This design comes from an exercise in tuning for small area on the open sky130 flow, not from production work.
Only simulation tests tie the RTL to the original design; equivalence was not proved.
Power figures rest on the tool's default switching activity, not on a simulated workload.

==> trial 58: inputs <==
==> flow/design.v <==
package tpu_pkg;
  localparam int TPU_N      = 8;
  localparam int TPU_DATA_W = 16;
  typedef enum logic {COLLECT, FULL} gather_state_t;
endpackage
module gather_lane
#(
  parameter int N      = tpu_pkg::TPU_N,
  parameter int DATA_W = tpu_pkg::TPU_DATA_W,
  parameter int CW     = $clog2(N + 1)
) (
  input  logic                     clk,
  input  logic                     reset,
  input  logic                     zero,       
  input  logic                     take,       
  input  logic [DATA_W-1:0]        data,
  output logic                     lane_full,  
  output logic                     overrun,
  output logic [N-1:0][DATA_W-1:0] elems
);
  logic [CW-1:0] cnt;
  logic          acc;
  assign acc       = take && !cnt[CW-1];
  assign overrun   = take && cnt[CW-1];
  assign lane_full = cnt[CW-1];
  always_ff @(posedge clk) begin
    if (reset || zero) cnt <= '0;
    else if (acc)      cnt <= cnt + CW'(1);
  end
  always_ff @(posedge clk) begin
    if (acc) elems <= {data, elems[N-1:1]};
  end
endmodule
module output_gather
#(
  parameter int N      = tpu_pkg::TPU_N,
  parameter int DATA_W = tpu_pkg::TPU_DATA_W
) (
  input  logic                  clk,
  input  logic                  reset,
  input  logic                  clear,
  input  logic [N-1:0]          lane_valid,
  input  logic [N*DATA_W-1:0]   lane_data,
  output logic                  in_ready,
  output logic                  mat_valid,
  input  logic                  mat_ready,
  output logic [N*N*DATA_W-1:0] c_mat,
  output logic                  err
);
  logic                             full;    
  logic                             zero;
  logic [N-1:0]                     take;
  logic [N-1:0]                     lane_full_now;
  logic [N-1:0]                     overrun;
  logic [N-1:0][N-1:0][DATA_W-1:0]  lane_elems;
  assign in_ready  = !full;
  assign mat_valid = full;
  assign zero      = clear || (full && mat_ready);
  assign take      = lane_valid & {N{!full && !clear}};
  gather_lane #(.N(N), .DATA_W(DATA_W)) u_lane [N-1:0] (
    .clk       (clk),
    .reset     (reset),
    .zero      (zero),
    .take      (take),
    .data      (lane_data),
    .lane_full (lane_full_now),
    .overrun   (overrun),
    .elems     (lane_elems)
  );
  for (genvar c = 0; c < N; c++) begin : g_col
    for (genvar r = 0; r < N; r++) begin : g_row
      assign c_mat[(r*N+c)*DATA_W +: DATA_W] = lane_elems[c][r];
    end
  end
  assign full = &lane_full_now;
  always_ff @(posedge clk) begin
    if (reset) err <= 1'b0;
    else if (!clear && ((|overrun) || ((|lane_valid) && full)))
      err <= 1'b1;
  end
endmodule
==> flow/flow/run.sh <==
#!/bin/bash
# Standard ORFS layout, with the smallest buffer on the ports and no CTS dummy loads.
set -euo pipefail
export BUFFER_PORTS_ARGS="-buffer_cell sky130_fd_sc_hd__buf_1"
export CTS_ARGS="-sink_clustering_enable -repair_clock_nets -dont_use_dummy_load -buf_list sky130_fd_sc_hd__clkbuf_16 -sink_clustering_size 28 -sink_clustering_max_diameter 100"
bash standard.sh > standard.log 2>&1
==> flow/standard.sh <==
#!/bin/bash
# synth_recipe.tcl (not shown) runs the flow's synth.tcl, then flattens the netlist and writes it again
# the make line also repeats each setting of config.mk as NAME=value (left out here)
make -C /OpenROAD-flow-scripts/flow DESIGN_CONFIG=/design/flow/config.mk WORK_HOME=/design/flow/orfs CLKGATE_MAP_FILE= SYNTH_SCRIPT=/design/flow/synth_recipe.tcl "${@:-finish}"
==> flow/config.mk <==
export PLATFORM = sky130hd
export DESIGN_NAME = output_gather
export DESIGN_NICKNAME = output_gather
export VERILOG_FILES = /design/flow/design.v
export SDC_FILE = /design/flow/constraint.sdc
export NUM_CORES = 4
export LEC_CHECK = 0
export CAP_MARGIN = 10
export CORE_AREA = 10 10 410 410
export DIE_AREA = 0 0 420 420
export GPL_TIMING_DRIVEN = 0
export SLEW_MARGIN = 10
==> flow/constraint.sdc <==
create_clock -name core_clock -period 5.0 [get_ports {clk}]
set_input_delay 1.0000 -clock core_clock [delete_from_list [all_inputs] [get_ports {clk}]]
set_output_delay 1.0000 -clock core_clock [all_outputs]
set_load 0.01 [all_outputs]
==> build 2 (differences from trial 58) <==
--- a/flow/design.v
+++ b/flow/design.v
@@ -16,3 +16,3 @@
   input  logic [DATA_W-1:0]        data,
-  output logic                     lane_full,  
+  output logic                     lane_full,
   output logic                     overrun,
@@ -24,6 +24,7 @@
   assign overrun   = take && cnt[CW-1];
-  assign lane_full = cnt[CW-1];
-  always_ff @(posedge clk) begin
-    if (reset || zero) cnt <= '0;
-    else if (acc)      cnt <= cnt + CW'(1);
+  assign lane_full = cnt[CW-1] || (acc && (cnt == CW'(N - 1)));
+  always_ff @(posedge clk or posedge reset) begin
+    if (reset)     cnt <= '0;
+    else if (zero) cnt <= '0;
+    else if (acc)  cnt <= cnt + CW'(1);
   end
@@ -52,3 +53,3 @@
   logic [N-1:0]                     take;
-  logic [N-1:0]                     lane_full_now;
+  logic [N-1:0]                     lane_full;
   logic [N-1:0]                     overrun;
@@ -65,3 +66,3 @@
     .data      (lane_data),
-    .lane_full (lane_full_now),
+    .lane_full (lane_full),
     .overrun   (overrun),
@@ -74,4 +75,8 @@
   end
-  assign full = &lane_full_now;
-  always_ff @(posedge clk) begin
+  always_ff @(posedge clk or posedge reset) begin
+    if (reset)     full <= 1'b0;
+    else if (zero) full <= 1'b0;
+    else if (!full && (&lane_full)) full <= 1'b1;
+  end
+  always_ff @(posedge clk or posedge reset) begin
     if (reset) err <= 1'b0;
==> flow/run.sh (new file) <==
#!/bin/bash
# synth_recipe.tcl (not shown) runs the flow's synth.tcl, then flattens the netlist and writes it again
# the make line also repeats each setting of config.mk as NAME=value (left out here)
make -C /OpenROAD-flow-scripts/flow DESIGN_CONFIG=/design/flow/config.mk WORK_HOME=/design/flow/orfs CLKGATE_MAP_FILE= SYNTH_SCRIPT=/design/flow/synth_recipe.tcl finish
CAP_MARGIN = 20   (was 10)
GPL_TIMING_DRIVEN = unset   (was 0)
SLEW_MARGIN = 20   (was 10)
removed: flow/flow/run.sh
removed: flow/standard.sh
==> build 91 (differences from trial 58) <==
--- a/flow/design.v
+++ b/flow/design.v
@@ -16,3 +16,3 @@
   input  logic [DATA_W-1:0]        data,
-  output logic                     lane_full,  
+  output logic                     lane_full,
   output logic                     overrun,
@@ -24,6 +24,7 @@
   assign overrun   = take && cnt[CW-1];
-  assign lane_full = cnt[CW-1];
-  always_ff @(posedge clk) begin
-    if (reset || zero) cnt <= '0;
-    else if (acc)      cnt <= cnt + CW'(1);
+  assign lane_full = cnt[CW-1] || (acc && (cnt == CW'(N - 1)));
+  always_ff @(posedge clk or posedge reset) begin
+    if (reset)     cnt <= '0;
+    else if (zero) cnt <= '0;
+    else if (acc)  cnt <= cnt + CW'(1);
   end
@@ -52,3 +53,3 @@
   logic [N-1:0]                     take;
-  logic [N-1:0]                     lane_full_now;
+  logic [N-1:0]                     lane_full;
   logic [N-1:0]                     overrun;
@@ -65,3 +66,3 @@
     .data      (lane_data),
-    .lane_full (lane_full_now),
+    .lane_full (lane_full),
     .overrun   (overrun),
@@ -74,4 +75,8 @@
   end
-  assign full = &lane_full_now;
-  always_ff @(posedge clk) begin
+  always_ff @(posedge clk or posedge reset) begin
+    if (reset)     full <= 1'b0;
+    else if (zero) full <= 1'b0;
+    else if (!full && (&lane_full)) full <= 1'b1;
+  end
+  always_ff @(posedge clk or posedge reset) begin
     if (reset) err <= 1'b0;
==> flow/flow/run.sh (replaced) <==
#!/bin/bash
# Standard ORFS layout, with the smallest buffer on the ports and no CTS dummy loads.
set -euo pipefail
export BUFFER_PORTS_ARGS="-buffer_cell sky130_fd_sc_hd__buf_1"
export PLACE_PINS_ARGS="-min_distance 1 -min_distance_in_tracks"
export CTS_ARGS="-sink_clustering_enable -repair_clock_nets -dont_use_dummy_load -buf_list sky130_fd_sc_hd__clkbuf_16 -sink_clustering_size 30 -sink_clustering_max_diameter 60"
bash standard.sh > standard.log 2>&1
CAP_MARGIN = 20   (was 10)
CORE_AREA = 10 10 310 310   (was 10 10 410 410)
DIE_AREA = 0 0 320 320   (was 0 0 420 420)
GPL_TIMING_DRIVEN = unset   (was 0)
SLEW_MARGIN = 20   (was 10)
==> qor summary <==
metric	trial 58	build 2	build 91
Run status	timing/DRC/antenna clean	timing/DRC/antenna clean	timing/DRC/antenna clean
R2R Setup Slk	2.32 ns	2.35 ns	2.30 ns
Total internal power	0.0122 W	0.0153 W	0.0130 W
Cell Pwr Density	374 nW/um2	388 nW/um2	406 nW/um2
Width of the chip	420 um	420 um	320 um
Setup slack of the critical path after layout	1.98 ns	1.76 ns	2.29 ns
Global-route wire length before repair	155 mm	161 mm	138 mm
Via count	17071	17503	17715
Crit. End Element	primary output	primary output	register
End of the worst register-to-register path	u_lane[5].elems[15]	u_lane[7].elems[61]	u_lane[2].elems[23]
Most common cell after layout, fill and taps aside	sky130_fd_sc_hd__buf_1	sky130_fd_sc_hd__clkdlybuf4s50_1	sky130_fd_sc_hd__buf_1
Area of the mapped netlist	32300 um2	32600 um2	32600 um2
Endpoint of the worst setup timing path	in_ready	in_ready	u_lane[2].elems[23]
Startpoint type of the worst setup path	register	register	input port
Portion of the post-synthesis area used by sequential elements	97.4%	97.1%	97.1%
Unique cell type count in the Yosys netlist	24	25	25
Maximum number of pins on one net before global-route repair	29	132	132
Final weighted congestion of routability-driven global placement	0.929	0.894	0.958
Share of the final layout cell area in sequential cells	75.2%	62.4%	77.8%
Area of combinational cells with multiple inputs	805 um2	918 um2	918 um2

-- separate check: timing with driven ports --
No port has a modelled driver above. Below, the same layouts with a new extraction and two added sets of constraints. Step 1 (the two cells are an assumption about what drives the block):
set clk [get_ports {clk}]
set_driving_cell -lib_cell sky130_fd_sc_hd__clkbuf_16 $clk
set_driving_cell -lib_cell sky130_fd_sc_hd__buf_2 [delete_from_list [all_inputs] $clk]
Step 2 adds t to the input delays and takes it off the output delays; t is the mean of the earliest and latest rising clock arrival at the registers after step 1. Input paths then give back, and output paths get back, about the clock's delay inside the block. a / b / c = ideal / step 1 / step 2; a / b = the first two.
run | t (ns) | setup WS [ns] | hold slack, ns | clock arrival spread, ns | slew at the worst register clock pin (ns)
trial 58 | 0.711 | 1.975 / 1.896 / 1.299 | 0.384 / 0.384 / 0.384 | 0.127 / 0.127 | 0.11 / 0.11
build 2 | 0.762 | 1.757 / 1.687 / 1.175 | 0.425 / 0.425 / 0.425 | 0.045 / 0.044 | 0.08 / 0.08
build 91 | 0.676 | 2.287 / 2.275 / 1.599 | 0.405 / 0.405 / 0.405 | 0.112 / 0.112 | 0.10 / 0.10
After both steps setup and hold are still met in every run listed. The setup slack of build 91, which loses most, moves by -0.012 ns with the drivers and by -0.688 ns with both steps.
